From an optimization exercise on the open Yosys and OpenROAD flow, aimed at small area, a short achievable clock period and few clock cycles per item; shortcuts taken in it are not production practice. The RTL was checked by simulation tests, not by an equivalence proof against the original design. The flow treats the clock pin as an ideal source. Dropping or thinning the clock tree relies on that and would not hold on a real chip. No activity file was given, so power comes from the tool's default toggle rates.

## v5
// wr_req_merge_top
module wr_req_merge_top (
  input  wire                                        clk,
  input  wire                                        rst_n,
  input  wire [5-1:0]                    req_en,
  input  wire [5*32-1:0] req_data,
  output logic [5-1:0]                   req_avail_in,
  input  wire                                        avail_out,
  output logic                                       out_en,
  output logic [32-1:0]              out_data
);
Size in the first run: ~730 flip-flops, ~210 I/O pins, roughly 26000 um^2 of cells after synthesis.
==> flow/config.mk <==
export PLATFORM = sky130hd
export DESIGN_NAME = wr_req_merge_top
export DESIGN_NICKNAME = wr_req_merge_top
export VERILOG_FILES = /design/flow/design.v
export SDC_FILE = /design/flow/constraint.sdc
export NUM_CORES = 4
export LEC_CHECK = 0
export CAP_MARGIN = 20
export CORE_MARGIN = 2
export CORE_UTILIZATION = 70
export SETUP_SLACK_MARGIN = 3.5
export SLEW_MARGIN = 20
==> flow/constraint.sdc <==
create_clock -name core_clock -period 5.5 [get_ports {clk}]
set_input_delay 1.1000 -clock core_clock [delete_from_list [all_inputs] [get_ports {clk}]]
set_output_delay 1.1000 -clock core_clock [all_outputs]
set_load 0.01 [all_outputs]
standard.sh (not shown) runs the stock make flow with config.mk's settings and CLKGATE_MAP_FILE= SYNTH_SCRIPT=/design/flow/synth_recipe.tcl, a recipe that flattens the netlist after the stock synthesis.
==> flow/flow/run.sh <==
#!/bin/bash
set -euo pipefail
here=$(cd "$(dirname "${BASH_SOURCE[0]}")" && pwd)
export CTS_ARGS="-sink_clustering_enable -repair_clock_nets -dont_use_dummy_load -sink_clustering_size 30 -sink_clustering_max_diameter 60 -buf_list sky130_fd_sc_hd__clkbuf_16"
export POST_CTS_TCL="$here/collapse_root.tcl"
export BUFFER_PORTS_ARGS="-buffer_cell sky130_fd_sc_hd__buf_1"
export PRE_DETAIL_PLACE_TCL="$here/io_pull.tcl"
bash standard.sh > standard_flow.log 2>&1
==> flow/flow/io_pull.tcl <==
# Before detailed placement: put each output port's buffer at its pin and the
# register that drives it (when the buffer is that register's only load) right
# beside it, so the register-to-port paths carry no long wire. Detailed
# placement then makes the placement legal.
set block [ord::get_db_block]
set core [$block getCoreArea]
proc io_pull_clamp {v lo hi} { expr {$v < $lo ? $lo : ($v > $hi ? $hi : $v)} }
set moved 0
foreach bt [$block getBTerms] {
  if {[$bt getIoType] ne "OUTPUT"} continue
  set net [$bt getNet]
  set buf ""
  foreach it [$net getITerms] {
    if {[[$it getMTerm] getIoType] eq "OUTPUT"} { set buf [$it getInst] }
  }
  if {$buf eq ""} continue
  set n2 ""
  foreach it [$buf getITerms] {
    if {[[$it getMTerm] getIoType] eq "INPUT" && [[$it getMTerm] getSigType] eq "SIGNAL"} { set n2 [$it getNet] }
  }
  if {$n2 eq ""} continue
  set ff ""
  set loads 0
  foreach it [$n2 getITerms] {
    if {[[$it getMTerm] getIoType] eq "OUTPUT"} { set ff [$it getInst] } else { incr loads }
  }
  if {$ff eq "" || $loads != 1 || ![[$ff getMaster] isSequential]} continue
  set bb [$bt getBBox]
  set px [expr {([$bb xMin] + [$bb xMax]) / 2}]
  set py [expr {([$bb yMin] + [$bb yMax]) / 2}]
  set x [io_pull_clamp $px [$core xMin] [expr {[$core xMax] - [[$buf getMaster] getWidth]}]]
  set y [io_pull_clamp $py [$core yMin] [expr {[$core yMax] - [[$buf getMaster] getHeight]}]]
  $buf setLocation $x $y
  # The register goes one row further in from the pin.
  set fx [io_pull_clamp $px [$core xMin] [expr {[$core xMax] - [[$ff getMaster] getWidth]}]]
  set fy [io_pull_clamp $py [$core yMin] [expr {[$core yMax] - [[$ff getMaster] getHeight]}]]
  if {$px <= [$core xMin]} { set fx [expr {$x + [[$buf getMaster] getWidth]}] }
  if {$px >= [$core xMax]} { set fx [expr {$x - [[$ff getMaster] getWidth]}] }
  if {$py <= [$core yMin]} { set fy [expr {$y + [[$buf getMaster] getHeight]}] }
  if {$py >= [$core yMax]} { set fy [expr {$y - [[$ff getMaster] getHeight]}] }
  $ff setLocation $fx $fy
  incr moved
}
puts "io_pull: moved $moved output registers and their port buffers to the pins"
Other scripts of this flow, unchanged in this note and not shown: flow/flow/collapse_root.tcl
Testbench counts of v5, summed over its fixed seeds: cycles 11,814, items 9,752.
Relative to v5, the following input files were edited for v10:
diff --git a/flow/flow/run.sh b/flow/flow/run.sh
--- a/flow/flow/run.sh
+++ b/flow/flow/run.sh
@@ -6,2 +6 @@
-export BUFFER_PORTS_ARGS="-buffer_cell sky130_fd_sc_hd__buf_1"
-export PRE_DETAIL_PLACE_TCL="$here/io_pull.tcl"
+export BUFFER_PORTS_ARGS="-buffer_cell sky130_fd_sc_hd__buf_2"
removed: flow/flow/io_pull.tcl
==> comparison <==
- Per the final summary, v10 finished and its layout is clean on timing, DRC and antenna.
- Destination of the critical timing path = req_avail_in[2]: v10; destination of the critical timing path = out_data[30]$_DFF_P_: v5
- NOTE: cell count in v10 falls short of that of v5
- v10 has more setup slack than v5.
- Comparing v5 against v10, there is no change at all in net count after synthesis.
For v39, these inputs were changed with respect to v10:
diff --git a/flow/flow/run.sh b/flow/flow/run.sh
--- a/flow/flow/run.sh
+++ b/flow/flow/run.sh
@@ -6 +6 @@
-export BUFFER_PORTS_ARGS="-buffer_cell sky130_fd_sc_hd__buf_2"
+export BUFFER_PORTS_ARGS="-buffer_cell sky130_fd_sc_hd__buf_1"
diff --git a/flow/config.mk b/flow/config.mk
--- a/flow/config.mk
+++ b/flow/config.mk
@@ -11 +11 @@
-export SETUP_SLACK_MARGIN = 3.5
+export SETUP_SLACK_MARGIN = 3.6
Notes after the runs:
- Clock power across v10 and v39: no real change.
- Max freq v10 -> v39: improved
- Re post-route worst setup slack: v39 is 0.0085 ns up on v10.
- Of v10 and v39, v10 shows the lower first-pass GRT wire length, with v39 above it.
- v39 against v10: share of total power consumed by net switching increased by 0.39 points relative to the old numbers, non-clock buffer count increased by about 18% relative to the old numbers.
#### Input delta (v30 over v39)
diff --git a/flow/config.mk b/flow/config.mk
--- a/flow/config.mk
+++ b/flow/config.mk
@@ -8 +8 @@
-export CAP_MARGIN = 20
+export CAP_MARGIN = 5
@@ -11,2 +11,2 @@
-export SETUP_SLACK_MARGIN = 3.6
-export SLEW_MARGIN = 20
+export SETUP_SLACK_MARGIN = 3.5
+export SLEW_MARGIN = 5
[summary]
Cmp v30 and v39 / total of fill cells in the finished design / higher: v30. Diff v39..v30 | overflow left after global routing | unchanged. From v39 to v30 the numbers moved as follows: count of buffers not belonging to the clock network in the layout lost about 16%; setup slack on the worst flop-to-flop path increased 0.02 ns; wire length on met3 saw a decrease; power drawn by the clock network went down by about 3%; share of final layout cell area taken by clock buffers and inverters ~0 delta.

-- what the ideal ports hide --
How much do the figures lean on ideal ports? The routed layouts below were timed once more, with nothing changed but the port constraints. Step 1 (the two cells are an assumption about what drives the block):
set clk [get_ports {clk}]
set_driving_cell -lib_cell sky130_fd_sc_hd__clkbuf_16 $clk
set_driving_cell -lib_cell sky130_fd_sc_hd__buf_2 [delete_from_list [all_inputs] $clk]
Step 2 moves the port delays by t, midway between the first and last clock arrival at a register: inputs arrive t later, outputs are due t later. That takes back most of the time a late clock gives input paths. a / b / c = ideal / step 1 / step 2; a / b = the first two.
run | t, ns | slack for setup (ns) | hold WS [ns] | worst register clock-pin slew, ns
v5 | 0.496 | 3.457 / 3.383 / 3.142 | 0.461 / 0.461 / 0.461 | 0.10 / 0.10
v10 | 0.498 | 3.485 / 3.364 / 3.173 | 0.477 / 0.477 / 0.477 | 0.11 / 0.11
v39 | 0.500 | 3.494 / 3.376 / 3.213 | 0.460 / 0.460 / 0.460 | 0.11 / 0.11
v30 | 0.494 | 3.516 / 3.393 / 3.148 | 0.459 / 0.459 / 0.459 | 0.11 / 0.11
After both steps every run listed still meets setup and hold. For v30, which loses most, drivers alone change the setup slack by -0.123 ns; drivers and shift together by -0.368 ns.
